Background: an optimization exercise with open tools, aiming at small area, a short achievable clock period and few clock cycles. Do not read the settings as production practice.
The RTL was checked by simulation tests, not by an equivalence proof against the original design.
Power and IR drop assume default switching activity.

$ cat design/flow/flow/run.sh
#!/bin/bash
# The standard layout, with repair_timing aiming well past the 10 ns clock so that the
# resizer sizes gates and buffers for the period this design can reach, and a plain buffer
# (not a delay cell) on each port. Constraints unchanged.
set -euo pipefail
MARGIN=$(cat flow/margin.txt)
bash standard.sh SETUP_SLACK_MARGIN=$MARGIN "BUFFER_PORTS_ARGS=-buffer_cell sky130_fd_sc_hd__buf_2" finish > standard_flow.log 2>&1
$ cat design/flow/flow/margin.txt
6.9
$ cat design/flow/standard.sh
#!/bin/bash
# synth_recipe.tcl (not shown) runs the flow's synth.tcl, then flattens the netlist and writes it again
# the make line also repeats each setting of config.mk as NAME=value (left out here)
make -C /OpenROAD-flow-scripts/flow DESIGN_CONFIG=/design/flow/config.mk WORK_HOME=/design/flow/orfs CLKGATE_MAP_FILE= SYNTH_SCRIPT=/design/flow/synth_recipe.tcl "${@:-finish}"
$ cat design/flow/config.mk
export PLATFORM = sky130hd
export DESIGN_NAME = rms_level_meter_peak_hold
export DESIGN_NICKNAME = rms_level_meter_peak_hold
export VERILOG_FILES = /design/flow/design.v
export SDC_FILE = /design/flow/constraint.sdc
export NUM_CORES = 4
export LEC_CHECK = 0
export ABC_CLOCK_PERIOD_IN_PS = 3000
export CAP_MARGIN = 20
export CORE_MARGIN = 2
export CORE_UTILIZATION = 40
export CTS_BUF_LIST = sky130_fd_sc_hd__clkbuf_8 sky130_fd_sc_hd__clkbuf_16
export CTS_CLUSTER_DIAMETER = 80
export CTS_CLUSTER_SIZE = 24
export SLEW_MARGIN = 20
export SYNTH_HIERARCHICAL = 1
$ cat design/flow/constraint.sdc
create_clock -name core_clock -period 10.0 [get_ports {i_clk}]
set_input_delay 2.0000 -clock core_clock [delete_from_list [all_inputs] [get_ports {i_clk}]]
set_output_delay 2.0000 -clock core_clock [all_outputs]
set_load 0.01 [all_outputs]
$ cat design/flow/design.v
`timescale 1ns / 1ps
package rlm_pkg;
    localparam int RLM_MAX_FRAMES = 256;
    localparam int SAMPLE_W = 16;
    localparam int LEVEL_W  = 7;
    localparam int SUM_W = 39;
endpackage
`timescale 1ns / 1ps
module rlm_ctrl (
    input  logic        i_clk,
    input  logic        i_rst_n,
    input  logic        i_load,
    input  logic [38:0] i_as,
    input  logic [32:0] i_ac,
    input  logic [7:0]  i_nm1,
    input  logic        i_out_ready,
    output logic        o_busy,
    output logic        o_fin,
    output logic        o_valid,
    output logic [6:0]  o_level,
    output logic [6:0]  o_result
);
    logic [4:0]  r_cnt;     
    logic        r_busy;
    logic        r_mul;
    logic        r_dig;     
    logic        r_div;
    logic        r_sqrt;
    logic        r_fin;     
    logic        r_ov;      
    logic [39:0] r_r;
    logic [9:0]  r_c;
    logic        r_cf;      
    logic [32:0] r_rc;      
    logic        r_ca;      
    logic [1:0]  r_dg;      
    logic [6:0]  r_lvl;     
    wire [2:0] w_ds  = {1'b0, r_r[1:0]} + {1'b0, r_rc[1:0]} + {2'd0, r_ca};
    wire [1:0] w_dig = r_dg;
    wire [2:0] w_lo  = {1'b0, w_dig} + {1'b0, r_c[1:0]} + {2'd0, r_cf};
    wire [9:0] w_k   = (w_dig == 2'd0) ? 10'd0 : (w_dig == 2'd1) ? 10'd156 :
                       (w_dig == 2'd2) ? 10'd312 : 10'd468;
    wire [9:0] w_cn  = w_k + {2'd0, r_c[9:2]};
    wire [8:0]  w_a   = r_div ? {r_r[39:32], r_r[31]} : {1'b0, r_r[39:32]};
    wire [8:0]  w_b   = r_div ? {1'b0, i_nm1} : {2'b00, r_c[6:0]};
    wire        w_bin = r_div | (r_r[31:30] == 2'b00);
    wire [9:0]  w_d   = {1'b0, w_a} - {1'b0, w_b} - {9'd0, w_bin};
    wire        w_ge  = ~w_d[9];
    wire [7:0]  w_pdiv = w_ge ? w_d[7:0] : w_a[7:0];
    wire [7:0]  w_psq  = w_ge ? {w_d[5:0], r_r[31:30] - 2'd1} : {r_r[37:32], r_r[31:30]};
    wire w_last = (r_cnt == 5'd0);
    always_ff @(posedge i_clk) begin
        if (!i_rst_n) begin
            r_busy <= 1'b0;
            r_mul  <= 1'b0;
            r_div  <= 1'b0;
            r_sqrt <= 1'b0;
            r_fin  <= 1'b0;
            r_ov   <= 1'b0;
        end else if (i_load) begin
            r_busy <= 1'b1;
            r_mul  <= 1'b1;
            r_div  <= 1'b0;
            r_sqrt <= 1'b0;
            r_fin  <= 1'b0;
            r_ov   <= 1'b0;
        end else begin
            if (r_ov & i_out_ready) begin
                r_busy <= 1'b0;
                r_ov   <= 1'b0;
            end
            if (r_fin) begin
                r_ov <= 1'b1;
            end
            r_fin <= w_last & r_sqrt;
            if (r_fin) begin
                r_lvl <= r_c[6:0];
            end
            if (w_last) begin
                r_mul  <= 1'b0;
                r_div  <= r_mul;
                r_sqrt <= r_div;
            end
        end
    end
    always_ff @(posedge i_clk) begin
        if (i_load) begin
            r_cnt   <= 5'd24;
            r_dg    <= 2'd0;
            r_dig   <= 1'b1;
            r_r     <= {1'b0, i_as};
            r_rc    <= i_ac;
            r_ca    <= 1'b0;
            r_c     <= 10'd0;
            r_cf    <= 1'b0;
        end else begin
            r_cnt   <= w_last ? (r_mul ? 5'd13 : 5'd6) : r_cnt - 5'd1;
            if (r_cnt == 5'd5) begin
                r_dig <= 1'b0;
            end
            r_dg <= r_dig ? w_ds[1:0] : 2'd0;
            r_rc       <= {2'b00, r_rc[32:2]};
            r_ca       <= w_ds[2];
            r_cf       <= w_lo[2];
            r_r[17:0]  <= r_r[19:2];
            if (r_div) begin
                r_r[39:32] <= w_last ? 8'd0 : w_pdiv;
                r_r[31:18] <= {r_r[30:18], w_ge};
            end else if (r_sqrt) begin
                r_r[39:32] <= w_psq;
                r_r[31:18] <= {r_r[29:18], 2'b00};
            end else begin
                r_r[39:18] <= {w_lo[1:0], r_r[39:20]};
            end
            if (r_mul) begin
                r_c <= w_cn;
            end else if (r_sqrt) begin
                r_c[6:0] <= {r_c[5:0], w_ge};
            end
        end
    end
    assign o_busy  = r_busy;
    assign o_fin   = r_fin;
    assign o_valid = r_ov;
    assign o_level = r_lvl;
    assign o_result = r_c[6:0];
endmodule
`timescale 1ns / 1ps
module rlm_mag (
    input  logic [15:0] i_sample,
    output logic [14:0] o_mag
);
    logic [14:0] w_low;
    always_comb begin
        w_low[0] = 1'b0;
        for (int k = 1; k < 15; k++) begin
            w_low[k] = w_low[k-1] | i_sample[k-1];
        end
    end
    assign o_mag = i_sample[14:0] ^ ({15{i_sample[15]}} & w_low);
endmodule
`timescale 1ns / 1ps
module rms_level_meter_peak_hold #(
    parameter int MAX_FRAMES = rlm_pkg::RLM_MAX_FRAMES
) (
    input  logic                                i_clk,
    input  logic                                i_rst_n,
    input  logic                                i_in_valid,
    output logic                                o_in_ready,
    input  logic signed [rlm_pkg::SAMPLE_W-1:0] i_sample,
    input  logic                                i_last_sample,
    output logic                                o_out_valid,
    input  logic                                i_out_ready,
    output logic [rlm_pkg::LEVEL_W-1:0]         o_level,
    output logic [rlm_pkg::LEVEL_W-1:0]         o_peak_level
);
    logic          r_rdy;      
    logic [7:0]    r_cnt;      
    logic [7:0]    r_ncap;     
    logic [14:0]   r_z;        
    logic          r_s;        
    logic          r_v;        
    logic          r_cl;       
    logic          r_done;     
    logic          r_xfer;     
    logic          r_zero;     
    logic [30:0]   r_as;       
    logic [30:0]   r_ac;
    logic [1:0]    r_co;       
    logic [7:0]    r_hi;       
    logic [6:0]    r_pk;
    wire       w_busy;
    wire       w_fin;
    wire       w_ov;
    wire [6:0] w_level;
    wire [6:0] w_result;
    wire w_full    = ~r_cl & ((r_v & (r_cnt == 8'd254)) | (~r_v & (r_cnt == 8'd255)));
    wire w_take_in = i_in_valid & r_rdy & i_rst_n;
    wire w_close   = w_take_in & (i_last_sample | w_full);
    wire w_block   = r_cl | r_done | w_busy;
    wire w_unblock = r_xfer & ~r_cl;
    wire w_ncap_ld = (r_cl & r_rdy) | (w_unblock & ~r_rdy);
    wire w_busy_n  = r_xfer | (w_busy & ~(w_ov & i_out_ready));
    wire w_done_n  = r_cl | (r_done & ~r_xfer);
    always_ff @(posedge i_clk) begin
        if (!i_rst_n) begin
            r_rdy  <= 1'b1;
            r_cnt  <= 8'd0;
            r_v    <= 1'b0;
            r_cl   <= 1'b0;
            r_done <= 1'b0;
            r_xfer <= 1'b0;
            r_zero <= 1'b1;
        end else begin
            if (r_rdy) begin
                r_rdy <= ~(w_close & w_block);
            end else begin
                r_rdy <= w_unblock;
            end
            if (w_ncap_ld) begin
                r_cnt <= 8'd0;
            end else if (r_v & ~r_cl) begin
                r_cnt <= r_cnt + 8'd1;
            end
            r_v    <= w_take_in;
            r_cl   <= w_close;
            r_done <= w_done_n;
            r_xfer <= w_done_n & ~w_busy_n;
            r_zero <= w_done_n & ~w_busy_n;
        end
    end
    always_ff @(posedge i_clk) begin
        if (w_ncap_ld) begin
            r_ncap <= r_cnt;
        end
    end
    wire [14:0] w_mag;
    rlm_mag u_mag (
        .i_sample (i_sample),
        .o_mag    (w_mag)
    );
    always_ff @(posedge i_clk) begin
        r_z   <= w_take_in ? w_mag : 15'd0;
        r_s   <= w_take_in & i_sample[15];
    end
    wire [30:0] w_as;
    wire [30:0] w_ac;
    wire [1:0]  w_co;
    wire [14:0] w_cz   = r_z;
    wire        w_cz15 = r_s & ~(|r_z);
    wire [30:0] w_cas  = r_as & {31{~r_zero}};
    wire [30:0] w_cac  = r_ac & {31{~r_zero}};
    wire c0 = w_cz[1] & ~w_cz[0];
    wire c1 = w_cz[0] & w_cz[2];
    wire c2 = w_cz[0] & w_cz[1];
    wire c3 = w_cz[0] & w_cz[3];
    wire c4 = w_cz[2] & ~w_cz[1];
    wire c5 = w_cz[0] & w_cz[4];
    wire c6 = w_cz[1] & w_cz[3];
    wire c7 = w_cz[1] & w_cz[2];
    wire c8 = w_cz[0] & w_cz[5];
    wire c9 = w_cz[1] & w_cz[4];
    wire c10 = w_cz[3] & ~w_cz[2];
    wire c11 = w_cz[0] & w_cz[6];
    wire c12 = w_cz[1] & w_cz[5];
    wire c13 = w_cz[2] & w_cz[4];
    wire c14 = w_cz[2] & w_cz[3];
    wire c15 = w_cz[0] & w_cz[7];
    wire c16 = w_cz[1] & w_cz[6];
    wire c17 = w_cz[2] & w_cz[5];
    wire c18 = w_cz[4] & ~w_cz[3];
    wire c19 = w_cz[0] & w_cz[8];
    wire c20 = w_cz[1] & w_cz[7];
    wire c21 = w_cz[2] & w_cz[6];
    wire c22 = w_cz[3] & w_cz[5];
    wire c23 = w_cz[3] & w_cz[4];
    wire c24 = w_cz[0] & w_cz[9];
    wire c25 = w_cz[1] & w_cz[8];
    wire c26 = w_cz[2] & w_cz[7];
    wire c27 = w_cz[3] & w_cz[6];
    wire c28 = w_cz[5] & ~w_cz[4];
    wire c29 = w_cz[0] & w_cz[10];
    wire c30 = w_cz[1] & w_cz[9];
    wire c31 = w_cz[2] & w_cz[8];
    wire c32 = w_cz[3] & w_cz[7];
    wire c33 = w_cz[4] & w_cz[6];
    wire c34 = w_cz[4] & w_cz[5];
    wire c35 = w_cz[0] & w_cz[11];
    wire c36 = w_cz[1] & w_cz[10];
    wire c37 = w_cz[2] & w_cz[9];
    wire c38 = w_cz[3] & w_cz[8];
    wire c39 = w_cz[4] & w_cz[7];
    wire c40 = w_cz[6] & ~w_cz[5];
    wire c41 = w_cz[0] & w_cz[12];
    wire c42 = w_cz[1] & w_cz[11];
    wire c43 = w_cz[2] & w_cz[10];
    wire c44 = w_cz[3] & w_cz[9];
    wire c45 = w_cz[4] & w_cz[8];
    wire c46 = w_cz[5] & w_cz[7];
    wire c47 = w_cz[5] & w_cz[6];
    wire c48 = w_cz[0] & w_cz[13];
    wire c49 = w_cz[1] & w_cz[12];
    wire c50 = w_cz[2] & w_cz[11];
    wire c51 = w_cz[3] & w_cz[10];
    wire c52 = w_cz[4] & w_cz[9];
    wire c53 = w_cz[5] & w_cz[8];
    wire c54 = w_cz[7] & ~w_cz[6];
    wire c55 = w_cz[0] & w_cz[14];
    wire c56 = w_cz[1] & w_cz[13];
    wire c57 = w_cz[2] & w_cz[12];
    wire c58 = w_cz[3] & w_cz[11];
    wire c59 = w_cz[4] & w_cz[10];
    wire c60 = w_cz[5] & w_cz[9];
    wire c61 = w_cz[6] & (w_cz[7] ^ w_cz[8]);
    wire c62 = w_cz[1] & w_cz[14];
    wire c63 = w_cz[2] & w_cz[13];
    wire c64 = w_cz[3] & w_cz[12];
    wire c65 = w_cz[4] & w_cz[11];
    wire c66 = w_cz[5] & w_cz[10];
    wire c67 = w_cz[6] & w_cz[9];
    wire c68 = w_cz[8] & (~w_cz[7] | w_cz[6]);
    wire c69 = w_cz[2] & w_cz[14];
    wire c70 = w_cz[3] & w_cz[13];
    wire c71 = w_cz[4] & w_cz[12];
    wire c72 = w_cz[5] & w_cz[11];
    wire c73 = w_cz[6] & w_cz[10];
    wire c74 = w_cz[7] & w_cz[9];
    wire c75 = w_cz[7] & w_cz[8];
    wire c76 = w_cz[3] & w_cz[14];
    wire c77 = w_cz[4] & w_cz[13];
    wire c78 = w_cz[5] & w_cz[12];
    wire c79 = w_cz[6] & w_cz[11];
    wire c80 = w_cz[7] & w_cz[10];
    wire c81 = w_cz[9] & ~w_cz[8];
    wire c82 = w_cz[4] & w_cz[14];
    wire c83 = w_cz[5] & w_cz[13];
    wire c84 = w_cz[6] & w_cz[12];
    wire c85 = w_cz[7] & w_cz[11];
    wire c86 = w_cz[8] & w_cz[10];
    wire c87 = w_cz[8] & w_cz[9];
    wire c88 = w_cz[5] & w_cz[14];
    wire c89 = w_cz[6] & w_cz[13];
    wire c90 = w_cz[7] & w_cz[12];
    wire c91 = w_cz[8] & w_cz[11];
    wire c92 = w_cz[10] & ~w_cz[9];
    wire c93 = w_cz[6] & w_cz[14];
    wire c94 = w_cz[7] & w_cz[13];
    wire c95 = w_cz[8] & w_cz[12];
    wire c96 = w_cz[9] & w_cz[11];
    wire c97 = w_cz[9] & w_cz[10];
    wire c98 = w_cz[7] & w_cz[14];
    wire c99 = w_cz[8] & w_cz[13];
    wire c100 = w_cz[9] & w_cz[12];
    wire c101 = w_cz[11] & ~w_cz[10];
    wire c102 = w_cz[8] & w_cz[14];
    wire c103 = w_cz[9] & w_cz[13];
    wire c104 = w_cz[10] & w_cz[12];
    wire c105 = w_cz[10] & w_cz[11];
    wire c106 = w_cz[9] & w_cz[14];
    wire c107 = w_cz[10] & w_cz[13];
    wire c108 = w_cz[12] & ~w_cz[11];
    wire c109 = w_cz[10] & w_cz[14];
    wire c110 = w_cz[11] & w_cz[13];
    wire c111 = w_cz[11] & w_cz[12];
    wire c112 = w_cz[11] & w_cz[14];
    wire c113 = w_cz[13] & ~w_cz[12];
    wire c114 = w_cz[12] & w_cz[14];
    wire c115 = w_cz[12] & w_cz[13];
    wire c116 = w_cz[14] & ~w_cz[13];
    wire c117 = w_cz[13] & w_cz[14];
    wire c118 = c19 ^ c20;
    wire c119 = c19 & c20;
    wire c120 = c24 ^ c25 ^ c26;
    wire c121 = (c24 & c25) | (c24 & c26) | (c25 & c26);
    wire c122 = c29 ^ c30 ^ c31;
    wire c123 = (c29 & c30) | (c29 & c31) | (c30 & c31);
    wire c124 = c32 ^ c33;
    wire c125 = c32 & c33;
    wire c126 = c35 ^ c36 ^ c37;
    wire c127 = (c35 & c36) | (c35 & c37) | (c36 & c37);
    wire c128 = c38 ^ c39 ^ c40;
    wire c129 = (c38 & c39) | (c38 & c40) | (c39 & c40);
    wire c130 = c41 ^ c42 ^ c43;
    wire c131 = (c41 & c42) | (c41 & c43) | (c42 & c43);
    wire c132 = c44 ^ c45 ^ c46;
    wire c133 = (c44 & c45) | (c44 & c46) | (c45 & c46);
    wire c134 = c47 ^ w_cas[13];
    wire c135 = c47 & w_cas[13];
    wire c136 = c48 ^ c49 ^ c50;
    wire c137 = (c48 & c49) | (c48 & c50) | (c49 & c50);
    wire c138 = c51 ^ c52 ^ c53;
    wire c139 = (c51 & c52) | (c51 & c53) | (c52 & c53);
    wire c140 = c54 ^ w_cas[14] ^ w_cac[14];
    wire c141 = (c54 & w_cas[14]) | (c54 & w_cac[14]) | (w_cas[14] & w_cac[14]);
    wire c142 = c55 ^ c56 ^ c57;
    wire c143 = (c55 & c56) | (c55 & c57) | (c56 & c57);
    wire c144 = c58 ^ c59 ^ c60;
    wire c145 = (c58 & c59) | (c58 & c60) | (c59 & c60);
    wire c146 = c61 ^ w_cas[15] ^ w_cac[15];
    wire c147 = (c61 & w_cas[15]) | (c61 & w_cac[15]) | (w_cas[15] & w_cac[15]);
    wire c148 = c62 ^ c63 ^ c64;
    wire c149 = (c62 & c63) | (c62 & c64) | (c63 & c64);
    wire c150 = c65 ^ c66 ^ c67;
    wire c151 = (c65 & c66) | (c65 & c67) | (c66 & c67);
    wire c152 = c68 ^ w_cas[16] ^ w_cac[16];
    wire c153 = (c68 & w_cas[16]) | (c68 & w_cac[16]) | (w_cas[16] & w_cac[16]);
    wire c154 = c69 ^ c70 ^ c71;
    wire c155 = (c69 & c70) | (c69 & c71) | (c70 & c71);
    wire c156 = c72 ^ c73 ^ c74;
    wire c157 = (c72 & c73) | (c72 & c74) | (c73 & c74);
    wire c158 = c75 ^ w_cas[17] ^ w_cac[17];
    wire c159 = (c75 & w_cas[17]) | (c75 & w_cac[17]) | (w_cas[17] & w_cac[17]);
    wire c160 = c76 ^ c77 ^ c78;
    wire c161 = (c76 & c77) | (c76 & c78) | (c77 & c78);
    wire c162 = c79 ^ c80 ^ c81;
    wire c163 = (c79 & c80) | (c79 & c81) | (c80 & c81);
    wire c164 = w_cas[18] ^ w_cac[18];
    wire c165 = w_cas[18] & w_cac[18];
    wire c166 = c82 ^ c83 ^ c84;
    wire c167 = (c82 & c83) | (c82 & c84) | (c83 & c84);
    wire c168 = c85 ^ c86 ^ c87;
    wire c169 = (c85 & c86) | (c85 & c87) | (c86 & c87);
    wire c170 = w_cas[19] ^ w_cac[19];
    wire c171 = w_cas[19] & w_cac[19];
    wire c172 = c88 ^ c89 ^ c90;
    wire c173 = (c88 & c89) | (c88 & c90) | (c89 & c90);
    wire c174 = c91 ^ c92 ^ w_cas[20];
    wire c175 = (c91 & c92) | (c91 & w_cas[20]) | (c92 & w_cas[20]);
    wire c176 = c93 ^ c94 ^ c95;
    wire c177 = (c93 & c94) | (c93 & c95) | (c94 & c95);
    wire c178 = c96 ^ c97;
    wire c179 = c96 & c97;
    wire c180 = c98 ^ c99 ^ c100;
    wire c181 = (c98 & c99) | (c98 & c100) | (c99 & c100);
    wire c182 = c102 ^ c103;
    wire c183 = c102 & c103;
    wire c184 = c5 ^ c6;
    wire c185 = c5 & c6;
    wire c186 = c8 ^ c9 ^ c10;
    wire c187 = (c8 & c9) | (c8 & c10) | (c9 & c10);
    wire c188 = c11 ^ c12 ^ c13;
    wire c189 = (c11 & c12) | (c11 & c13) | (c12 & c13);
    wire c190 = c14 ^ w_cas[7];
    wire c191 = c14 & w_cas[7];
    wire c192 = c15 ^ c16 ^ c17;
    wire c193 = (c15 & c16) | (c15 & c17) | (c16 & c17);
    wire c194 = c18 ^ w_cas[8] ^ w_cac[8];
    wire c195 = (c18 & w_cas[8]) | (c18 & w_cac[8]) | (w_cas[8] & w_cac[8]);
    wire c196 = c118 ^ c21 ^ c22;
    wire c197 = (c118 & c21) | (c118 & c22) | (c21 & c22);
    wire c198 = c23 ^ w_cas[9] ^ w_cac[9];
    wire c199 = (c23 & w_cas[9]) | (c23 & w_cac[9]) | (w_cas[9] & w_cac[9]);
    wire c200 = c119 ^ c120 ^ c27;
    wire c201 = (c119 & c120) | (c119 & c27) | (c120 & c27);
    wire c202 = c28 ^ w_cas[10] ^ w_cac[10];
    wire c203 = (c28 & w_cas[10]) | (c28 & w_cac[10]) | (w_cas[10] & w_cac[10]);
    wire c204 = c121 ^ c122 ^ c124;
    wire c205 = (c121 & c122) | (c121 & c124) | (c122 & c124);
    wire c206 = c34 ^ w_cas[11] ^ w_cac[11];
    wire c207 = (c34 & w_cas[11]) | (c34 & w_cac[11]) | (w_cas[11] & w_cac[11]);
    wire c208 = c123 ^ c125 ^ c126;
    wire c209 = (c123 & c125) | (c123 & c126) | (c125 & c126);
    wire c210 = c128 ^ w_cas[12] ^ w_cac[12];
    wire c211 = (c128 & w_cas[12]) | (c128 & w_cac[12]) | (w_cas[12] & w_cac[12]);
    wire c212 = c127 ^ c129 ^ c130;
    wire c213 = (c127 & c129) | (c127 & c130) | (c129 & c130);
    wire c214 = c132 ^ c134 ^ w_cac[13];
    wire c215 = (c132 & c134) | (c132 & w_cac[13]) | (c134 & w_cac[13]);
    wire c216 = c131 ^ c133 ^ c135;
    wire c217 = (c131 & c133) | (c131 & c135) | (c133 & c135);
    wire c218 = c136 ^ c138 ^ c140;
    wire c219 = (c136 & c138) | (c136 & c140) | (c138 & c140);
    wire c220 = c137 ^ c139 ^ c141;
    wire c221 = (c137 & c139) | (c137 & c141) | (c139 & c141);
    wire c222 = c142 ^ c144 ^ c146;
    wire c223 = (c142 & c144) | (c142 & c146) | (c144 & c146);
    wire c224 = c143 ^ c145 ^ c147;
    wire c225 = (c143 & c145) | (c143 & c147) | (c145 & c147);
    wire c226 = c148 ^ c150 ^ c152;
    wire c227 = (c148 & c150) | (c148 & c152) | (c150 & c152);
    wire c228 = c149 ^ c151 ^ c153;
    wire c229 = (c149 & c151) | (c149 & c153) | (c151 & c153);
    wire c230 = c154 ^ c156 ^ c158;
    wire c231 = (c154 & c156) | (c154 & c158) | (c156 & c158);
    wire c232 = c155 ^ c157 ^ c159;
    wire c233 = (c155 & c157) | (c155 & c159) | (c157 & c159);
    wire c234 = c160 ^ c162 ^ c164;
    wire c235 = (c160 & c162) | (c160 & c164) | (c162 & c164);
    wire c236 = c161 ^ c163 ^ c165;
    wire c237 = (c161 & c163) | (c161 & c165) | (c163 & c165);
    wire c238 = c166 ^ c168 ^ c170;
    wire c239 = (c166 & c168) | (c166 & c170) | (c168 & c170);
    wire c240 = c167 ^ c169 ^ c171;
    wire c241 = (c167 & c169) | (c167 & c171) | (c169 & c171);
    wire c242 = c172 ^ c174 ^ w_cac[20];
    wire c243 = (c172 & c174) | (c172 & w_cac[20]) | (c174 & w_cac[20]);
    wire c244 = c173 ^ c175 ^ c176;
    wire c245 = (c173 & c175) | (c173 & c176) | (c175 & c176);
    wire c246 = c178 ^ w_cas[21] ^ w_cac[21];
    wire c247 = (c178 & w_cas[21]) | (c178 & w_cac[21]) | (w_cas[21] & w_cac[21]);
    wire c248 = c177 ^ c179 ^ c180;
    wire c249 = (c177 & c179) | (c177 & c180) | (c179 & c180);
    wire c250 = c101 ^ w_cas[22] ^ w_cac[22];
    wire c251 = (c101 & w_cas[22]) | (c101 & w_cac[22]) | (w_cas[22] & w_cac[22]);
    wire c252 = c181 ^ c182 ^ c104;
    wire c253 = (c181 & c182) | (c181 & c104) | (c182 & c104);
    wire c254 = c105 ^ w_cas[23] ^ w_cac[23];
    wire c255 = (c105 & w_cas[23]) | (c105 & w_cac[23]) | (w_cas[23] & w_cac[23]);
    wire c256 = c183 ^ c106 ^ c107;
    wire c257 = (c183 & c106) | (c183 & c107) | (c106 & c107);
    wire c258 = c108 ^ w_cas[24] ^ w_cac[24];
    wire c259 = (c108 & w_cas[24]) | (c108 & w_cac[24]) | (w_cas[24] & w_cac[24]);
    wire c260 = c109 ^ c110 ^ c111;
    wire c261 = (c109 & c110) | (c109 & c111) | (c110 & c111);
    wire c262 = w_cas[25] ^ w_cac[25];
    wire c263 = w_cas[25] & w_cac[25];
    wire c264 = c112 ^ c113 ^ w_cas[26];
    wire c265 = (c112 & c113) | (c112 & w_cas[26]) | (c113 & w_cas[26]);
    wire c266 = c114 ^ c115;
    wire c267 = c114 & c115;
    wire c268 = c1 ^ c2;
    wire c269 = c1 & c2;
    wire c270 = c3 ^ c4 ^ w_cas[4];
    wire c271 = (c3 & c4) | (c3 & w_cas[4]) | (c4 & w_cas[4]);
    wire c272 = c184 ^ c7 ^ w_cas[5];
    wire c273 = (c184 & c7) | (c184 & w_cas[5]) | (c7 & w_cas[5]);
    wire c274 = c185 ^ c186 ^ w_cas[6];
    wire c275 = (c185 & c186) | (c185 & w_cas[6]) | (c186 & w_cas[6]);
    wire c276 = c187 ^ c188 ^ c190;
    wire c277 = (c187 & c188) | (c187 & c190) | (c188 & c190);
    wire c278 = c189 ^ c191 ^ c192;
    wire c279 = (c189 & c191) | (c189 & c192) | (c191 & c192);
    wire c280 = c193 ^ c195 ^ c196;
    wire c281 = (c193 & c195) | (c193 & c196) | (c195 & c196);
    wire c282 = c197 ^ c199 ^ c200;
    wire c283 = (c197 & c199) | (c197 & c200) | (c199 & c200);
    wire c284 = c201 ^ c203 ^ c204;
    wire c285 = (c201 & c203) | (c201 & c204) | (c203 & c204);
    wire c286 = c205 ^ c207 ^ c208;
    wire c287 = (c205 & c207) | (c205 & c208) | (c207 & c208);
    wire c288 = c209 ^ c211 ^ c212;
    wire c289 = (c209 & c211) | (c209 & c212) | (c211 & c212);
    wire c290 = c213 ^ c215 ^ c216;
    wire c291 = (c213 & c215) | (c213 & c216) | (c215 & c216);
    wire c292 = c217 ^ c219 ^ c220;
    wire c293 = (c217 & c219) | (c217 & c220) | (c219 & c220);
    wire c294 = c221 ^ c223 ^ c224;
    wire c295 = (c221 & c223) | (c221 & c224) | (c223 & c224);
    wire c296 = c225 ^ c227 ^ c228;
    wire c297 = (c225 & c227) | (c225 & c228) | (c227 & c228);
    wire c298 = c229 ^ c231 ^ c232;
    wire c299 = (c229 & c231) | (c229 & c232) | (c231 & c232);
    wire c300 = c233 ^ c235 ^ c236;
    wire c301 = (c233 & c235) | (c233 & c236) | (c235 & c236);
    wire c302 = c237 ^ c239 ^ c240;
    wire c303 = (c237 & c239) | (c237 & c240) | (c239 & c240);
    wire c304 = c241 ^ c243 ^ c244;
    wire c305 = (c241 & c243) | (c241 & c244) | (c243 & c244);
    wire c306 = c245 ^ c247 ^ c248;
    wire c307 = (c245 & c247) | (c245 & c248) | (c247 & c248);
    wire c308 = c249 ^ c251 ^ c252;
    wire c309 = (c249 & c251) | (c249 & c252) | (c251 & c252);
    wire c310 = c253 ^ c255 ^ c256;
    wire c311 = (c253 & c255) | (c253 & c256) | (c255 & c256);
    wire c312 = c257 ^ c259 ^ c260;
    wire c313 = (c257 & c259) | (c257 & c260) | (c259 & c260);
    wire c314 = c261 ^ c263 ^ c264;
    wire c315 = (c261 & c263) | (c261 & c264) | (c263 & c264);
    wire c316 = c265 ^ c266 ^ w_cas[27];
    wire c317 = (c265 & c266) | (c265 & w_cas[27]) | (c266 & w_cas[27]);
    wire c318 = c267 ^ c116 ^ w_cas[28];
    wire c319 = (c267 & c116) | (c267 & w_cas[28]) | (c116 & w_cas[28]);
    wire c320 = c117 ^ w_cas[29];
    wire c321 = c117 & w_cas[29];
    wire c322 = w_cas[30] ^ w_cac[30];
    wire c323 = w_cas[30] & w_cac[30];
    wire c324 = w_cz[0] ^ w_cas[0];
    wire c325 = w_cz[0] & w_cas[0];
    wire c326 = w_cas[1] ^ w_cac[1];
    wire c327 = w_cas[1] & w_cac[1];
    wire c328 = c0 ^ w_cas[2] ^ w_cac[2];
    wire c329 = (c0 & w_cas[2]) | (c0 & w_cac[2]) | (w_cas[2] & w_cac[2]);
    wire c330 = c268 ^ w_cas[3] ^ w_cac[3];
    wire c331 = (c268 & w_cas[3]) | (c268 & w_cac[3]) | (w_cas[3] & w_cac[3]);
    wire c332 = c269 ^ c270 ^ w_cac[4];
    wire c333 = (c269 & c270) | (c269 & w_cac[4]) | (c270 & w_cac[4]);
    wire c334 = c271 ^ c272 ^ w_cac[5];
    wire c335 = (c271 & c272) | (c271 & w_cac[5]) | (c272 & w_cac[5]);
    wire c336 = c273 ^ c274 ^ w_cac[6];
    wire c337 = (c273 & c274) | (c273 & w_cac[6]) | (c274 & w_cac[6]);
    wire c338 = c275 ^ c276 ^ w_cac[7];
    wire c339 = (c275 & c276) | (c275 & w_cac[7]) | (c276 & w_cac[7]);
    wire c340 = c277 ^ c278 ^ c194;
    wire c341 = (c277 & c278) | (c277 & c194) | (c278 & c194);
    wire c342 = c279 ^ c280 ^ c198;
    wire c343 = (c279 & c280) | (c279 & c198) | (c280 & c198);
    wire c344 = c281 ^ c282 ^ c202;
    wire c345 = (c281 & c282) | (c281 & c202) | (c282 & c202);
    wire c346 = c283 ^ c284 ^ c206;
    wire c347 = (c283 & c284) | (c283 & c206) | (c284 & c206);
    wire c348 = c285 ^ c286 ^ c210;
    wire c349 = (c285 & c286) | (c285 & c210) | (c286 & c210);
    wire c350 = c287 ^ c288 ^ c214;
    wire c351 = (c287 & c288) | (c287 & c214) | (c288 & c214);
    wire c352 = c289 ^ c290 ^ c218;
    wire c353 = (c289 & c290) | (c289 & c218) | (c290 & c218);
    wire c354 = c291 ^ c292 ^ c222;
    wire c355 = (c291 & c292) | (c291 & c222) | (c292 & c222);
    wire c356 = c293 ^ c294 ^ c226;
    wire c357 = (c293 & c294) | (c293 & c226) | (c294 & c226);
    wire c358 = c295 ^ c296 ^ c230;
    wire c359 = (c295 & c296) | (c295 & c230) | (c296 & c230);
    wire c360 = c297 ^ c298 ^ c234;
    wire c361 = (c297 & c298) | (c297 & c234) | (c298 & c234);
    wire c362 = c299 ^ c300 ^ c238;
    wire c363 = (c299 & c300) | (c299 & c238) | (c300 & c238);
    wire c364 = c301 ^ c302 ^ c242;
    wire c365 = (c301 & c302) | (c301 & c242) | (c302 & c242);
    wire c366 = c303 ^ c304 ^ c246;
    wire c367 = (c303 & c304) | (c303 & c246) | (c304 & c246);
    wire c368 = c305 ^ c306 ^ c250;
    wire c369 = (c305 & c306) | (c305 & c250) | (c306 & c250);
    wire c370 = c307 ^ c308 ^ c254;
    wire c371 = (c307 & c308) | (c307 & c254) | (c308 & c254);
    wire c372 = c309 ^ c310 ^ c258;
    wire c373 = (c309 & c310) | (c309 & c258) | (c310 & c258);
    wire c374 = c311 ^ c312 ^ c262;
    wire c375 = (c311 & c312) | (c311 & c262) | (c312 & c262);
    wire c376 = c313 ^ c314 ^ w_cac[26];
    wire c377 = (c313 & c314) | (c313 & w_cac[26]) | (c314 & w_cac[26]);
    wire c378 = c315 ^ c316 ^ w_cac[27];
    wire c379 = (c315 & c316) | (c315 & w_cac[27]) | (c316 & w_cac[27]);
    wire c380 = c317 ^ c318 ^ w_cac[28];
    wire c381 = (c317 & c318) | (c317 & w_cac[28]) | (c318 & w_cac[28]);
    wire c382 = c319 ^ c320 ^ w_cac[29];
    wire c383 = (c319 & c320) | (c319 & w_cac[29]) | (c320 & w_cac[29]);
    wire c384 = c321 ^ c322 ^ w_cz15;
    wire c385 = (c321 & c322) | (c321 & w_cz15) | (c322 & w_cz15);
    assign w_as[0] = c324;
    assign w_ac[0] = w_cac[0];
    assign w_as[1] = c325;
    assign w_ac[1] = c326;
    assign w_as[2] = c327;
    assign w_ac[2] = c328;
    assign w_as[3] = c329;
    assign w_ac[3] = c330;
    assign w_as[4] = c331;
    assign w_ac[4] = c332;
    assign w_as[5] = c333;
    assign w_ac[5] = c334;
    assign w_as[6] = c335;
    assign w_ac[6] = c336;
    assign w_as[7] = c337;
    assign w_ac[7] = c338;
    assign w_as[8] = c339;
    assign w_ac[8] = c340;
    assign w_as[9] = c341;
    assign w_ac[9] = c342;
    assign w_as[10] = c343;
    assign w_ac[10] = c344;
    assign w_as[11] = c345;
    assign w_ac[11] = c346;
    assign w_as[12] = c347;
    assign w_ac[12] = c348;
    assign w_as[13] = c349;
    assign w_ac[13] = c350;
    assign w_as[14] = c351;
    assign w_ac[14] = c352;
    assign w_as[15] = c353;
    assign w_ac[15] = c354;
    assign w_as[16] = c355;
    assign w_ac[16] = c356;
    assign w_as[17] = c357;
    assign w_ac[17] = c358;
    assign w_as[18] = c359;
    assign w_ac[18] = c360;
    assign w_as[19] = c361;
    assign w_ac[19] = c362;
    assign w_as[20] = c363;
    assign w_ac[20] = c364;
    assign w_as[21] = c365;
    assign w_ac[21] = c366;
    assign w_as[22] = c367;
    assign w_ac[22] = c368;
    assign w_as[23] = c369;
    assign w_ac[23] = c370;
    assign w_as[24] = c371;
    assign w_ac[24] = c372;
    assign w_as[25] = c373;
    assign w_ac[25] = c374;
    assign w_as[26] = c375;
    assign w_ac[26] = c376;
    assign w_as[27] = c377;
    assign w_ac[27] = c378;
    assign w_as[28] = c379;
    assign w_ac[28] = c380;
    assign w_as[29] = c381;
    assign w_ac[29] = c382;
    assign w_as[30] = c383;
    assign w_ac[30] = c384;
    assign w_co[0] = c323;
    assign w_co[1] = c385;
    always_ff @(posedge i_clk) begin
        r_as  <= w_as;
        r_ac  <= w_ac;
        r_co  <= w_co;
        r_hi  <= r_zero ? 8'd0 : r_hi + {7'd0, r_co[0]} + {7'd0, r_co[1]};
    end
    rlm_ctrl u_lvl (
        .i_clk   (i_clk),
        .i_rst_n (i_rst_n),
        .i_load  (r_xfer),
        .i_as    ({r_hi, r_as}),
        .i_ac    ({r_co[0] & r_co[1], r_co[0] ^ r_co[1], r_ac}),
        .i_nm1   (r_ncap),
        .i_out_ready (i_out_ready),
        .o_busy  (w_busy),
        .o_fin   (w_fin),
        .o_valid (w_ov),
        .o_level (w_level),
        .o_result (w_result)
    );
    always_ff @(posedge i_clk) begin
        if (!i_rst_n) begin
            r_pk <= 7'd0;
        end else if (w_fin && (w_result > r_pk)) begin
            r_pk <= w_result;
        end
    end
    assign o_in_ready   = r_rdy;
    assign o_out_valid  = w_ov;
    assign o_level      = w_level;
    assign o_peak_level = r_pk;
endmodule
==> impl_metrics.env, run 1 <==
export IMPL_die_y_um=183.9
export IMPL_min_delay_path_class="flip-flop to flip-flop"
export IMPL_cts_root_buffer="clkbuf_16"
export IMPL_path_buf_inv=1
export IMPL_min_period_over_period=0.3044
export IMPL_die_area_mm2=0.03383
export IMPL_drv_cap=0
export IMPL_grt_first_pass_wirelength_um=41950
export IMPL_grt_max_degree=82
export IMPL_syn_cell_area_mm2=0.01295
export IMPL_fin_nets=1496
export IMPL_min_delay_start="u_lvl.r_rc[15]$_DFF_P_"
export IMPL_fin_cells=1706
export IMPL_avgSynthCellArea_um2=10.01
export IMPL_ys_warn_count=9
export IMPL_total_power_mw=2.814
export IMPL_hold_slack_ns=0.4555
export IMPL_clock_sinks=223
export IMPL_track_usage=0.1523
export IMPL_worst_slack_ns=6.956
export IMPL_r2r_slack_ns=7.00
export IMPL_critPathKind="flip-flop to output port"
export IMPL_ys_seq_area_frac=0.3563
export IMPL_htree_levels=1
export IMPL_timing_rr_start="u_lvl.r_div$_SDFFE_PP0N_"
export IMPL_clk_latency_ns=0.52
export IMPL_clockBufferDepth=3
export IMPL_comb_power_share=0.328
export IMPL_worstSetupStartpointType="flip-flop"
export IMPL_ys_ff_latch=223
export IMPL_syn_nets=1495
export IMPL_async_flop_share=0
export IMPL_synthFlopType="dfxtp_1"
export IMPL_tightest_slew_ns=0.9544
export IMPL_pwr_share_clk=0.259
export IMPL_status="timing/DRC/antenna clean"
export IMPL_layout_drive_gt1_share=0.1305
export IMPL_io_pins=37
export IMPL_finalMaxSlewViolations=0
export IMPL_routedWlPerCell_um=14.42
export IMPL_setup_viol=0
export IMPL_rsz0062_at_grt="yes"
export IMPL_cp_data_arrival_time_ns=1.04
export IMPL_io_buffers=36
export IMPL_max_freq_mhz=328.5
export IMPL_place_congestion=0.8133
export IMPL_ir_worst_vdd_v=0.0001344
export IMPL_crit_chain="buf_2"
export IMPL_cts_tree="yes"
export IMPL_ant_nets=0
export IMPL_pre_cts_ws_ns=6.100
export IMPL_synth_cell_types=69
export IMPL_post_dp_cell_area_mm2=0.01337
export IMPL_core_mm2=0.03172
export IMPL_required_ns=8.00
export IMPL_min_path_cells=1
export IMPL_max_slew_margin=0.3637
export IMPL_synth_cells=1294
export IMPL_clk_pin_slew_ns=0.09
export IMPL_leakage_nw=5.882
export IMPL_p_int_mw=1.821
export IMPL_syn2layout_area_growth_pct=9.120
export IMPL_cpLargestDelayFamily="flip-flops"
export IMPL_hold_end="u_lvl.r_rc[13]$_DFF_P_"
export IMPL_antenna_found_initial=0
export IMPL_dp_hpwl_um=17440
export IMPL_fin_util=0.4456
export IMPL_synth_edf_count=15
export IMPL_first_iter_violations=385
export IMPL_num_rows=65
export IMPL_r2r_end="u_lvl.r_r[36]$_DFF_P_"
export IMPL_finalHoldViolations=0
export IMPL_fin_tns_setup_ns=0
export IMPL_drc=0
export IMPL_start_util=0.4083
export IMPL_grt_pass1_vias=8416
export IMPL_viasPerCell=4.864
export IMPL_p_sw_frac=0.3529
export IMPL_critPathSlowestCell="dfxtp_1"
export IMPL_die_width_um=183.9
export IMPL_placed_cells=1670
export IMPL_fin_skew_ns=0.03584
export IMPL_vias=8298
export IMPL_slowest_delay_ns=0.38
export IMPL_reg2reg_depth=10
export IMPL_power_density_mw_per_mm2=199.1
export IMPL_cp_depth=1
export IMPL_wirelength_um=24600
export IMPL_layout_min_cycle_time_ns=3.044
export IMPL_end_kind="output port"
export IMPL_drt_pass1_iterations=4
export IMPL_cts_made_buffers=16
export IMPL_grt_overflow=0
export IMPL_power_switching_uw=993.0
export IMPL_path_max_fanout=3
export IMPL_final_area_mm2=0.01413
export IMPL_p_seq_frac=0.413
kinds of logic after synthesis:
group | synth area share
DFF | 0.3563
adders and majority gates | 0.2469
buffers and inverters | 0.07333
xor gates and xnor gates | 0.02435
AOI/OAI and AO/OA | 0.07429
muxes | 0.07130
and+or+nand+nor | 0.1535
Yosys stat by module, one instance, submodules excluded:
module                     copies in the design  cells inside  cell area, µm²
rlm_mag                                       1            38           321.6
rms_level_meter_peak_hold                     1           720            7466
rlm_ctrl                                      1           536            5164
cell usage after synthesis (all sizes together), types with 15 or more instances:
library cell / number / area (µm²)
nand2: 116 / 435.4
o21ai: 39 / 206.5
inv: 174 / 653.1
clkbuf: 39 / 147.6
fa: 126 / 2522
a21oi: 39 / 198.9
mux2i: 30 / 300.3
dfxtp: 208 / 4164
xnor2: 21 / 183.9
nand2b: 47 / 294.0
xor2: 15 / 131.4
buf: 26 / 148.9
and2: 68 / 425.4
mux2: 55 / 623.1
nor2b: 45 / 284.0
ha: 54 / 675.7
edfxtp: 15 / 450.4
nor2: 62 / 232.7
power groups by stage:
stage	Sequential, mW	Combinational [mW]	Clock [mW]
floorplan	1.12	0.732	0
global placement	1.18	0.846	0
detailed placement	1.18	0.860	0
CTS	1.16	0.891	0.755
global route	1.18	1.05	0.788
finish	1.16	0.922	0.729
how the worst max path moves through the flow:
stage / endpoint / startpoint
6_report: o_peak_level[0] / r_pk[0]$_SDFFE_PN0P_
3_3_place_gp: u_lvl.r_r[38]$_DFF_P_ / u_lvl.r_div$_SDFFE_PP0N_
4_1_cts: o_out_valid / u_lvl.r_ov$_SDFFE_PP0P_
3_5_place_dp: u_lvl.r_r[38]$_DFF_P_ / u_lvl.r_div$_SDFFE_PP0N_
5_1_grt: u_lvl.r_r[38]$_DFF_P_ / u_lvl.r_div$_SDFFE_PP0N_
2_1_floorplan: r_z[9]$_SDFF_PN0_ / i_sample[1]
cells in the final DEF, fill, tap and decap left out, types with 7 or more instances in the layout:
| cell type | instances |
|---|---|
| nand2b_1 | 47 |
| a32oi_1 | 7 |
| clkbuf_16 | 19 |
| nor3_1 | 11 |
| buf_2 | 36 |
| mux2_2 | 54 |
| nand2_1 | 115 |
| fa_1 | 126 |
| and2_1 | 67 |
| nor2_1 | 62 |
| xor2_1 | 15 |
| mux2i_1 | 30 |
| dfxtp_2 | 19 |
| inv_1 | 174 |
| nand3_1 | 12 |
| o21ai_0 | 34 |
| ha_1 | 54 |
| o211ai_1 | 7 |
| edfxtp_1 | 15 |
| xnor2_1 | 21 |
| a211oi_1 | 8 |
| nor2b_1 | 44 |
| a21oi_1 | 38 |
| dfxtp_1 | 186 |
registers in the layout, summed over array words and instances (netlist names), 7 cells and up:
signal,cells
r_ac,31
r_as,31
r_cnt,8
r_hi,8
r_ncap,8
r_pk,7
r_z,15
u_lvl.r_c,10
u_lvl.r_lvl,7
u_lvl.r_r,40
u_lvl.r_rc,33
routing by layer:
metal | track usage | part of all wire | up-vias
met5 | 0 | 0 | -
met4 | 0.03712 | 0.017 | 0
met3 | 0.02060 | 0.037 | 27
met2 | 0.2601 | 0.47 | 113
met1 | 0.2044 | 0.48 | 4023
li1 | - | - | 4135
repair_timing:
| action | CTS | global route |
|---|---|---|
| buffers inserted | 4 | 4 |
| endpoints found under the hold margin | 0 | 0 |
| gates cloned | 0 | 1 |
| resized for setup | 18 | 15 |
| pin swaps | 1 | 1 |
| hold buffers | 0 | 0 |
| endpoints found under the setup margin | 30 | 29 |
final cells by class:
type	count	area (µm²)
clock buffer	18	450.4
sequential	223	4649
fill	3032	17590
inverter	174	653.1
timing repair buffer	48	327.8
multi-input combinational	832	7418
antenna	1	2.502
tap	402	503.0
clock inverter	8	127.6
Testbench counts, summed over its fixed seeds: cycles 32,158.
==> inputs of run 2 (changes only) <==
==> design/flow/flow/margin.txt (replaced) <==
6.85
--- a/design/flow/config.mk
+++ b/design/flow/config.mk
@@ -9,8 +9,8 @@
 export CAP_MARGIN = 20
 export CORE_MARGIN = 2
 export CORE_UTILIZATION = 40
-export CTS_BUF_LIST = sky130_fd_sc_hd__clkbuf_8 sky130_fd_sc_hd__clkbuf_16
-export CTS_CLUSTER_DIAMETER = 80
-export CTS_CLUSTER_SIZE = 24
+export CTS_BUF_LIST = sky130_fd_sc_hd__clkbuf_16
+export CTS_CLUSTER_DIAMETER = 100
+export CTS_CLUSTER_SIZE = 30
 export SLEW_MARGIN = 20
 export SYNTH_HIERARCHICAL = 1
==> impl_metrics.env, run 2 <==
export IMPL_drt_pass1_iterations=5
export IMPL_async_flop_share=0
export IMPL_fin_skew_ns=0.02006
export IMPL_reg_top3="u_lvl.r_r: 40 flops, u_lvl.r_rc: 33 flops"
export IMPL_num_rows=65
export IMPL_route_met3_wl_um=746
export IMPL_critPathKind="flip-flop to output port"
export IMPL_required_ns=8.00
export IMPL_route_met2_wl_um=11730
export IMPL_timing_rr_start="u_lvl.r_div$_SDFFE_PP0N_"
export IMPL_min_delay_path_class="flip-flop to flip-flop"
export IMPL_min_delay_start="u_lvl.r_r[13]$_DFF_P_"
export IMPL_vias=8326
export IMPL_cpLargestDelayFamily="flip-flops"
export IMPL_viasPerCell=4.909
export IMPL_drv_cap=0
export IMPL_diodes=0
export IMPL_place_congestion=0.8198
export IMPL_leakage_nw=5.777
export IMPL_layout_commonest_cell="dfxtp_1"
export IMPL_slowest_delay_ns=0.41
export IMPL_core_mm2=0.03172
export IMPL_syn2layout_area_growth_pct=7.255
export IMPL_cts_made_buffers=12
export IMPL_grt_max_degree=74
export IMPL_die_width_um=183.9
export IMPL_finalHoldViolations=0
export IMPL_clk_pin_slew_ns=0.12
export IMPL_wirelength_um=24320
export IMPL_grt_pass1_vias=8561
export IMPL_cts_tree="yes"
export IMPL_antenna_found_initial=0
export IMPL_grt_overflow=0
export IMPL_critPathSlowestCell="dfxtp_1"
export IMPL_first_iter_violations=431
export IMPL_fin_tns_setup_ns=0
export IMPL_finalMaxSlewViolations=0
export IMPL_syn_nets=1495
export IMPL_layout_drive_gt1_share=0.1167
export IMPL_power_density_mw_per_mm2=191.3
export IMPL_clockBufferDepth=3
export IMPL_netlist_area_leader_share=0.3215
export IMPL_die_y_um=183.9
export IMPL_synth_cells=1294
export IMPL_htree_levels=1
export IMPL_crit_chain="buf_2"
export IMPL_track_usage=0.1517
export IMPL_ys_warn_count=9
export IMPL_hold_end="u_lvl.r_r[11]$_DFF_P_"
export IMPL_max_freq_mhz=327.1
export IMPL_ys_seq_area_frac=0.3563
export IMPL_cts_root_buffer="clkbuf_16"
export IMPL_fill_cells=3052
export IMPL_drc=0
export IMPL_die_area_mm2=0.03383
export IMPL_regMostFlops="u_lvl.r_r"
export IMPL_synth_adder_area_share=0.2469
export IMPL_reg2reg_depth=10
export IMPL_min_path_cells=1
export IMPL_io_pins=37
export IMPL_layout_common_cells="dfxtp_1 (191), inv_1 (175), fa_1 (126)"
export IMPL_m1WireLength_um=11530
export IMPL_path_max_fanout=4
export IMPL_io_buffers=36
export IMPL_end_kind="output port"
export IMPL_avgSynthCellArea_um2=10.01
export IMPL_path_buf_inv=1
export IMPL_layout_min_cycle_time_ns=3.057
export IMPL_clock_sinks=223
export IMPL_status="timing/DRC/antenna clean"
export IMPL_r2r_end="u_lvl.r_r[38]$_DFF_P_"
export IMPL_dp_hpwl_um=17510
export IMPL_fin_nets=1489
export IMPL_tightest_slew_ns=0.8127
export IMPL_synth_mux_area_frac=0.07130
export IMPL_rsz0062_at_grt="yes"
export IMPL_highest_layer="met4"
export IMPL_cp_data_arrival_time_ns=1.06
export IMPL_ir_worst_vdd_v=0.0001049
export IMPL_ant_nets=0
export IMPL_routedWlPerCell_um=14.34
export IMPL_synth_cell_types=69
export IMPL_synth_largest_area_cell="dfxtp_1"
export IMPL_worstSetupStartpointType="flip-flop"
export IMPL_syn_cell_area_mm2=0.01295
export IMPL_cts_hold_buf=0
export IMPL_netlist_top_cells_count="dfxtp_1 (208), inv_1 (174), fa_1 (126)"
export IMPL_ys_ff_latch=223
export IMPL_synth_compound_area_frac=0.07429
export IMPL_min_period_over_period=0.3057
export IMPL_r2r_slack_ns=6.95
export IMPL_synth_area_top_cells="dfxtp_1 (32%), fa_1 (19%), ha_1 (5.2%)"
export IMPL_clk_latency_ns=0.49
export IMPL_synth_edf_count=15
export IMPL_cp_depth=1
export IMPL_start_util=0.4083
export IMPL_setup_viol=0
export IMPL_yosys_area_share_xor_xnor=0.02435
export IMPL_max_slew_margin=0.4582
export IMPL_synthSimpleGateAreaFrac=0.1535
export IMPL_synthFlopType="dfxtp_1"
export IMPL_synth_most_common_cell="dfxtp_1"
export IMPL_grt_first_pass_wirelength_um=42100
export IMPL_largest_reg_flops=40
export IMPL_synth_top_family_by_area="adder cells"
export IMPL_fin_util=0.4379
-- run 2: kinds of logic after synthesis --
logic type      Yosys count
fa+ha+maj               180
mux                      85
compound gates          142
simple gates            389
flops                   223
buf+inv                 239
xor+xnor                 36
-- run 2: per-module statistics from Yosys, one instance, submodules excluded --
module                     cells  cell area [µm²]  copies in the design
rlm_mag                       38            321.6                     1
rlm_ctrl                     536             5164                     1
rms_level_meter_peak_hold    720             7466                     1
-- run 2: how the worst max path moves through the flow --
| stage | from | to |
|---|---|---|
| detailed placement | u_lvl.r_div$_SDFFE_PP0N_ | u_lvl.r_r[38]$_DFF_P_ |
| global route | u_lvl.r_div$_SDFFE_PP0N_ | u_lvl.r_r[38]$_DFF_P_ |
| floorplan | i_sample[1] | r_z[9]$_SDFF_PN0_ |
| global placement | u_lvl.r_div$_SDFFE_PP0N_ | u_lvl.r_r[38]$_DFF_P_ |
| finish | u_lvl.r_ov$_SDFFE_PP0P_ | o_out_valid |
| CTS | r_z[6]$_SDFF_PN0_ | r_ac[17]$_DFF_P_ |
-- run 2: what timing repair did --
action	4_1_cts	5_1_grt
pin swaps	0	1
endpoints found under the setup margin	22	22
buffers inserted	2	4
endpoints found under the hold margin	0	0
cloned	0	0
resized for setup	14	6
-- run 2: area by class of cell --
class	count	area [µm²]	share of cell area
tap	402	503.0	0.03621
clock inverter	7	110.1	0.007927
inverter	174	653.1	0.04702
clock buffer	13	325.3	0.02342
timing repair buffer	45	261.5	0.01883
sequential	223	4641	0.3341
multi-input combinational	832	7397	0.5325
-- run 2: report_power, final --
part	switching [mW]	leakage [nW]	total, mW	internal, mW
logic	0.493	3.72	0.881	0.388
registers	0.126	1.85	1.16	1.04
clock network	0.313	0.213	0.613	0.300
total	0.932	5.78	2.66	1.73
-- run 2: layer usage --
layer / up-vias / track usage
li1: 4108 / -
met1: 4077 / 0.2060
met2: 118 / 0.2614
met3: 23 / 0.01763
met4: 0 / 0.03072
met5: - / 0
-- run 2: stage by stage --
stage	hold WS (ns)	power, mW	area (µm²)	instances	setup WS (ns)
global placement	0.4384	2.029	13370	1670	6.228
finish	0.4533	2.657	13890	1696	6.943
global route	0.4643	2.856	13890	1696	6.829
floorplan	0.4206	1.850	12960	1294	6.716
CTS	0.4576	2.671	13840	1692	6.857
detailed placement	0.4418	2.044	13370	1670	6.158
==> inputs of run 3 (changes only) <==
==> design/flow/flow/margin.txt (replaced) <==
6.95
==> impl_metrics.env, run 3 <==
export IMPL_layout_drive_gt1_share=0.1252
export IMPL_synth_edf_count=15
export IMPL_synth_largest_area_cell="dfxtp_1"
export IMPL_cts_tree="yes"
export IMPL_netlist_top_cells_count="dfxtp_1 (208), inv_1 (174), fa_1 (126)"
export IMPL_cp_data_arrival_time_ns=1.01
export IMPL_place_congestion=0.8280
export IMPL_layout_min_cycle_time_ns=3.008
export IMPL_die_y_um=183.9
export IMPL_ys_seq_area_frac=0.3563
export IMPL_min_delay_path_class="flip-flop to flip-flop"
export IMPL_syn2layout_area_growth_pct=7.448
export IMPL_layout_common_cells="dfxtp_1 (185), inv_1 (174), fa_1 (125)"
export IMPL_grt_first_pass_wirelength_um=42160
export IMPL_synth_compound_area_frac=0.07429
export IMPL_p_sw_frac=0.3590
export IMPL_die_area_mm2=0.03383
export IMPL_clk_latency_ns=0.48
export IMPL_fin_skew_ns=0.01965
export IMPL_async_flop_share=0
export IMPL_fill_cells=3084
export IMPL_die_width_um=183.9
export IMPL_required_ns=8.00
export IMPL_crit_chain="buf_2"
export IMPL_power_density_mw_per_mm2=189.8
export IMPL_grt_pass1_vias=8544
export IMPL_antenna_found_initial=1
export IMPL_pwr_share_clk=0.209
export IMPL_max_slew_margin=0.4299
export IMPL_io_pins=37
export IMPL_fin_nets=1491
export IMPL_drc=0
export IMPL_tightest_slew_ns=0.8552
export IMPL_slowest_delay_ns=0.39
export IMPL_yosys_area_share_xor_xnor=0.02435
export IMPL_p_seq_frac=0.440
export IMPL_num_rows=65
export IMPL_avgSynthCellArea_um2=10.01
export IMPL_largest_reg_flops=40
export IMPL_synth_cell_types=69
export IMPL_p_int_mw=1.693
export IMPL_critPathSlowestCell="edfxtp_1"
export IMPL_synthFlopType="dfxtp_1"
export IMPL_synthSimpleGateAreaFrac=0.1535
export IMPL_io_buffers=36
export IMPL_cpLargestDelayFamily="flip-flops"
export IMPL_path_max_fanout=1
export IMPL_reg_top3="u_lvl.r_r: 40 flops, u_lvl.r_rc: 33 flops"
export IMPL_hold_slack_ns=0.4564
export IMPL_synth_area_top_cells="dfxtp_1 (32%), fa_1 (19%), ha_1 (5.2%)"
export IMPL_status="timing/DRC/antenna clean"
export IMPL_layout_commonest_cell="dfxtp_1"
export IMPL_cts_made_buffers=12
export IMPL_ir_worst_vdd_v=0.0001233
export IMPL_syn_nets=1495
export IMPL_finalHoldViolations=0
export IMPL_drv_cap=0
export IMPL_end_kind="output port"
export IMPL_dp_hpwl_um=17490
export IMPL_clock_sinks=223
export IMPL_routedWlPerCell_um=14.36
export IMPL_start_util=0.4083
export IMPL_drt_pass1_iterations=5
export IMPL_clockBufferDepth=3
export IMPL_synth_most_common_cell="dfxtp_1"
export IMPL_fin_tns_setup_ns=0
export IMPL_setup_viol=0
export IMPL_synth_top_family_by_area="adder cells"
export IMPL_core_mm2=0.03172
export IMPL_vias=8338
export IMPL_max_freq_mhz=332.4
export IMPL_grt_max_degree=74
export IMPL_worstSetupStartpointType="flip-flop"
export IMPL_wirelength_um=24360
export IMPL_synth_mux_area_frac=0.07130
export IMPL_clk_pin_slew_ns=0.11
export IMPL_viasPerCell=4.916
export IMPL_cts_root_buffer="clkbuf_16"
export IMPL_critPathKind="flip-flop to output port"
export IMPL_syn_cell_area_mm2=0.01295
export IMPL_path_buf_inv=1
export IMPL_ys_warn_count=9
export IMPL_htree_levels=1
export IMPL_regMostFlops="u_lvl.r_r"
export IMPL_leakage_nw=5.772
export IMPL_grt_overflow=0
export IMPL_synth_adder_area_share=0.2469
export IMPL_finalMaxSlewViolations=0
export IMPL_first_iter_violations=353
export IMPL_synth_cells=1294
export IMPL_power_switching_uw=948.2
export IMPL_comb_power_share=0.350
export IMPL_track_usage=0.1512
export IMPL_rsz0062_at_grt="yes"
export IMPL_ys_ff_latch=223
export IMPL_diodes=0
export IMPL_min_period_over_period=0.3008
export IMPL_netlist_area_leader_share=0.3215
export IMPL_ant_nets=0
## run 3: cell counts after synthesis
Identical to the previous run, type by type.
## run 3: cells by family after synthesis
family / count (synthesis)
flops: 223
compound gates: 142
fa+ha+maj: 180
simple gates: 389
buf+inv: 239
xor+xnor: 36
mux: 85
## run 3: metal layers
layer	up-vias	GRT usage	share of wire
met5	-	0	0
met4	0	0.02752	0.015
met3	21	0.01723	0.029
met2	111	0.2595	0.47
met1	4104	0.2077	0.48
li1	4102	-	-
## run 3: stage by stage
step	total power, mW	worst slack (ns)	utilization	cell area, µm²	std cells
after floorplan	1.858	6.716	-	12970	1294
after global placement	2.040	6.146	0.4216	13370	1670
after detailed placement	2.063	6.110	0.4216	13370	1670
after CTS	2.629	6.957	0.4355	13810	1690
after global routing	2.833	6.938	0.4387	13920	1696
final	2.641	6.992	0.4387	13920	1696
## run 3: worst paths after layout
kind	from	to	slack [ns]	depth (start not counted)
worst min-delay path	u_lvl.r_rc[25]$_DFF_P_	u_lvl.r_rc[23]$_DFF_P_	0.46	1
worst min register to register	u_lvl.r_rc[25]$_DFF_P_	u_lvl.r_rc[23]$_DFF_P_	0.46	1
worst max register to register	u_lvl.r_div$_SDFFE_PP0N_	u_lvl.r_r[36]$_DFF_P_	7.06	10
worst max-delay path	u_lvl.r_lvl[2]$_DFFE_PP_	o_level[2]	6.99	1
## run 3: timing repair
item	in CTS	in global routing
cloned	0	1
pin swaps	0	2
setup endpoints to repair	37	33
buffers inserted	2	5
hold buffers	0	0
gates resized for setup	19	19
## run 3: area by class of cell
cell class	count	area, µm²	share of cell area
Timing Repair Buffer	46	286.5	0.02059
Multi-Input combinational cell	833	7428	0.5338
Sequential cell	223	4663	0.3351
Tap cell	402	503.0	0.03614
Inverter	174	653.1	0.04693
Clock inverter	5	56.30	0.004046
Clock buffer	13	325.3	0.02338
## run 3: power by group through the flow
stage | registers, mW | clock network [mW] | logic [mW]
detailed placement | 1.18 | 0 | 0.879
global placement | 1.18 | 0 | 0.856
finish | 1.16 | 0.553 | 0.925
global route | 1.18 | 0.603 | 1.05
floorplan | 1.12 | 0 | 0.739
CTS | 1.16 | 0.579 | 0.885
## run 3: Yosys stat by module, one instance, submodules excluded
module                     times used  cell area (µm²)
rlm_ctrl                            1             5164
rms_level_meter_peak_hold           1             7466
rlm_mag                             1            321.6
==> inputs of run 4 (changes only) <==
==> design/flow/flow/margin.txt (replaced) <==
7.0
==> impl_metrics.env, run 4 <==
export IMPL_status="timing/DRC/antenna clean"
export IMPL_syn_nets=1495
export IMPL_cts_made_buffers=12
export IMPL_die_y_um=183.9
export IMPL_cts_root_buffer="clkbuf_16"
export IMPL_ir_worst_vdd_v=0.0001122
export IMPL_r2r_slack_ns=7.07
export IMPL_drc=0
export IMPL_critPathSlowestCell="edfxtp_1"
export IMPL_synth_area_top_cells="dfxtp_1 (32%), fa_1 (19%), ha_1 (5.2%)"
export IMPL_min_path_cells=2
export IMPL_grt_max_degree=71
export IMPL_min_delay_path_class="flip-flop to flip-flop"
export IMPL_required_ns=8.00
export IMPL_max_freq_mhz=334.0
export IMPL_cp_data_arrival_time_ns=0.99
export IMPL_total_power_mw=2.676
export IMPL_slowest_delay_ns=0.37
export IMPL_syn2layout_area_growth_pct=8.666
export IMPL_cpLargestDelayFamily="flip-flops"
export IMPL_min_period_over_period=0.2994
export IMPL_place_congestion=0.8239
export IMPL_regMostFlops="u_lvl.r_r"
export IMPL_layout_min_cycle_time_ns=2.994
export IMPL_layout_drive_gt1_share=0.1385
export IMPL_clockBufferDepth=3
export IMPL_clk_latency_ns=0.49
export IMPL_setup_viol=0
export IMPL_finalHoldViolations=0
export IMPL_crit_chain="buf_2"
export IMPL_routedWlPerCell_um=14.62
export IMPL_synth_edf_count=15
export IMPL_pre_cts_ws_ns=6.179
export IMPL_finalMaxSlewViolations=0
export IMPL_antenna_found_initial=1
export IMPL_grt_pass1_vias=8639
export IMPL_r2r_end="u_lvl.r_r[36]$_DFF_P_"
export IMPL_io_buffers=36
export IMPL_synth_cells=1294
export IMPL_reg2reg_depth=11
export IMPL_track_usage=0.1533
export IMPL_grt_first_pass_wirelength_um=42450
export IMPL_critPathKind="flip-flop to output port"
export IMPL_io_pins=37
export IMPL_fin_nets=1497
export IMPL_first_iter_violations=372
export IMPL_reg_top3="u_lvl.r_r: 40 flops, u_lvl.r_rc: 33 flops"
export IMPL_vias=8427
export IMPL_dp_hpwl_um=17500
export IMPL_ant_nets=0
export IMPL_die_width_um=183.9
export IMPL_async_flop_share=0
export IMPL_min_delay_start="r_as[30]$_DFF_P_"
export IMPL_max_slew_margin=0.4456
export IMPL_die_area_mm2=0.03383
export IMPL_path_max_fanout=1
export IMPL_end_kind="output port"
export IMPL_grt_overflow=0
export IMPL_clk_pin_slew_ns=0.11
export IMPL_synth_cell_types=69
export IMPL_drv_cap=0
export IMPL_start_util=0.4083
export IMPL_worst_slack_ns=7.006
export IMPL_ys_ff_latch=223
export IMPL_diodes=0
export IMPL_largest_reg_flops=40
export IMPL_layout_commonest_cell="dfxtp_1"
export IMPL_netlist_top_cells_count="dfxtp_1 (208), inv_1 (174), fa_1 (126)"
export IMPL_synthFlopType="dfxtp_1"
export IMPL_cts_tree="yes"
export IMPL_num_rows=65
export IMPL_core_mm2=0.03172
export IMPL_drt_pass1_iterations=6
export IMPL_wirelength_um=24880
export IMPL_path_buf_inv=1
export IMPL_timing_rr_start="u_lvl.r_div$_SDFFE_PP0N_"
export IMPL_synth_largest_area_cell="dfxtp_1"
export IMPL_power_density_mw_per_mm2=190.2
export IMPL_fin_skew_ns=0.02220
export IMPL_synth_most_common_cell="dfxtp_1"
export IMPL_netlist_area_leader_share=0.3215
export IMPL_ys_seq_area_frac=0.3563
export IMPL_ys_warn_count=9
export IMPL_leakage_nw=5.827
export IMPL_layout_common_cells="dfxtp_1 (179), inv_1 (175), fa_1 (124)"
export IMPL_viasPerCell=4.951
export IMPL_htree_levels=1
export IMPL_rsz0062_at_grt="yes"
export IMPL_tightest_slew_ns=0.8316
export IMPL_clock_sinks=223
export IMPL_hold_end="u_lvl.r_r[30]$_DFF_P_"
export IMPL_avgSynthCellArea_um2=10.01
export IMPL_worstSetupStartpointType="flip-flop"
export IMPL_fin_tns_setup_ns=0
export IMPL_syn_cell_area_mm2=0.01295
==> run 4: cell counts after synthesis <==
Identical to the previous run, type by type.
==> run 4: final cells by class <==
| cell class | instances | area, µm² |
|---|---|---|
| tap | 402 | 503.0 |
| inverter | 174 | 653.1 |
| clock inverter | 5 | 52.55 |
| fill | 3037 | 17640 |
| multi-input combinational | 833 | 7465 |
| timing repair buffer | 52 | 386.6 |
| sequential | 223 | 4688 |
| clock buffer | 13 | 325.3 |
==> run 4: worst max-delay path by stage <==
stage,startpoint,endpoint,slack [ns],cells after the start
6_report,u_lvl.r_lvl[2]$_DFFE_PP_,o_level[2],7.01,1
5_1_grt,u_lvl.r_lvl[5]$_DFFE_PP_,o_level[5],6.95,1
4_1_cts,u_lvl.r_lvl[2]$_DFFE_PP_,o_level[2],6.98,1
3_5_place_dp,u_lvl.r_div$_SDFFE_PP0N_,u_lvl.r_r[38]$_DFF_P_,6.18,9
3_3_place_gp,u_lvl.r_div$_SDFFE_PP0N_,u_lvl.r_r[38]$_DFF_P_,6.26,9
2_1_floorplan,i_sample[1],r_z[9]$_SDFF_PN0_,6.72,5
==> run 4: per-stage QoR <==
stage | hold slack (ns) | instances | instance area [µm²] | util
floorplan | 0.4206 | 1294 | 12990 | -
global placement | 0.4379 | 1670 | 13390 | 0.4221
detailed placement | 0.4383 | 1670 | 13390 | 0.4221
CTS | 0.4465 | 1694 | 13880 | 0.4375
global route | 0.4658 | 1702 | 14070 | 0.4437
finish | 0.4427 | 1702 | 14070 | 0.4437
==> run 4: timing repair <==
action                                  CTS  global route
cloned                                    1             1
gates resized for setup                  31            32
pin swaps                                 1             3
hold buffers                              0             0
endpoints found under the setup margin   47            33
setup buffers                             5             7
==> run 4: layer usage <==
layer  vias to the layer above  GRT usage  wire length (µm)
met3                        27    0.01763               848
met5                         -          0                 0
li1                       4122          -                 -
met2                       134     0.2664             11740
met1                      4144     0.2060             11890
met4                         0    0.03232               399
==> run 4: cell families after synthesis <==
group                      after synthesis  synth area share
adders and majority gates              180            0.2469
DFF                                    223            0.3563
buffers and inverters                  239           0.07333
xor gates and xnor gates                36           0.02435
and+or+nand+nor                        389            0.1535
muxes                                   85           0.07130
AOI/OAI and AO/OA                      142           0.07429
==> run 4: Yosys stat by module, one instance, submodules excluded <==
module | copies in the design | cells
rms_level_meter_peak_hold | 1 | 720
rlm_ctrl | 1 | 536
rlm_mag | 1 | 38
==> run 4: power breakdown <==
part           internal (mW)  switching [mW]  total [mW]
Sequential              1.04           0.124        1.16
Clock                  0.245           0.307       0.552
Combinational          0.427           0.537       0.963
Total                   1.71           0.968        2.68

==> separate check: timing with driven ports <==
The flow's constraints put no driver on any port. The routed layouts listed below were extracted and timed again, unchanged, in two steps.
Step 1 sets driving cells, clkbuf_16 on the clock port and buf_2 on the other inputs (assumed; they add their load-dependent delay and slew).
Step 2 adds t to the input delays and takes it off the output delays; t is the mean of the earliest and latest rising clock arrival at the registers after step 1. Input paths then give back, and output paths get back, about the clock's delay inside the block.
Slacks: no drivers / after step 1 / after step 2; pairs: no drivers / after step 1.
run | t, ns | slack for setup (ns) | latest minus earliest clock arrival (ns) | worst register clock-pin slew, ns | cell pins on the clock port's net
run 1 | 0.547 | 6.956 / 6.906 / 6.575 | 0.036 / 0.036 | 0.09 / 0.09 | 1
run 2 | 0.527 | 6.943 / 6.894 / 6.486 | 0.020 / 0.020 | 0.12 / 0.12 | 1
run 3 | 0.520 | 6.992 / 6.944 / 6.577 | 0.019 / 0.020 | 0.11 / 0.11 | 1
run 4 | 0.529 | 7.006 / 6.956 / 6.562 | 0.025 / 0.026 | 0.11 / 0.11 | 1
After both steps setup and hold are still met in every run listed. The setup slack of run 2, which loses most, moves by -0.049 ns with the drivers and by -0.457 ns with both steps.
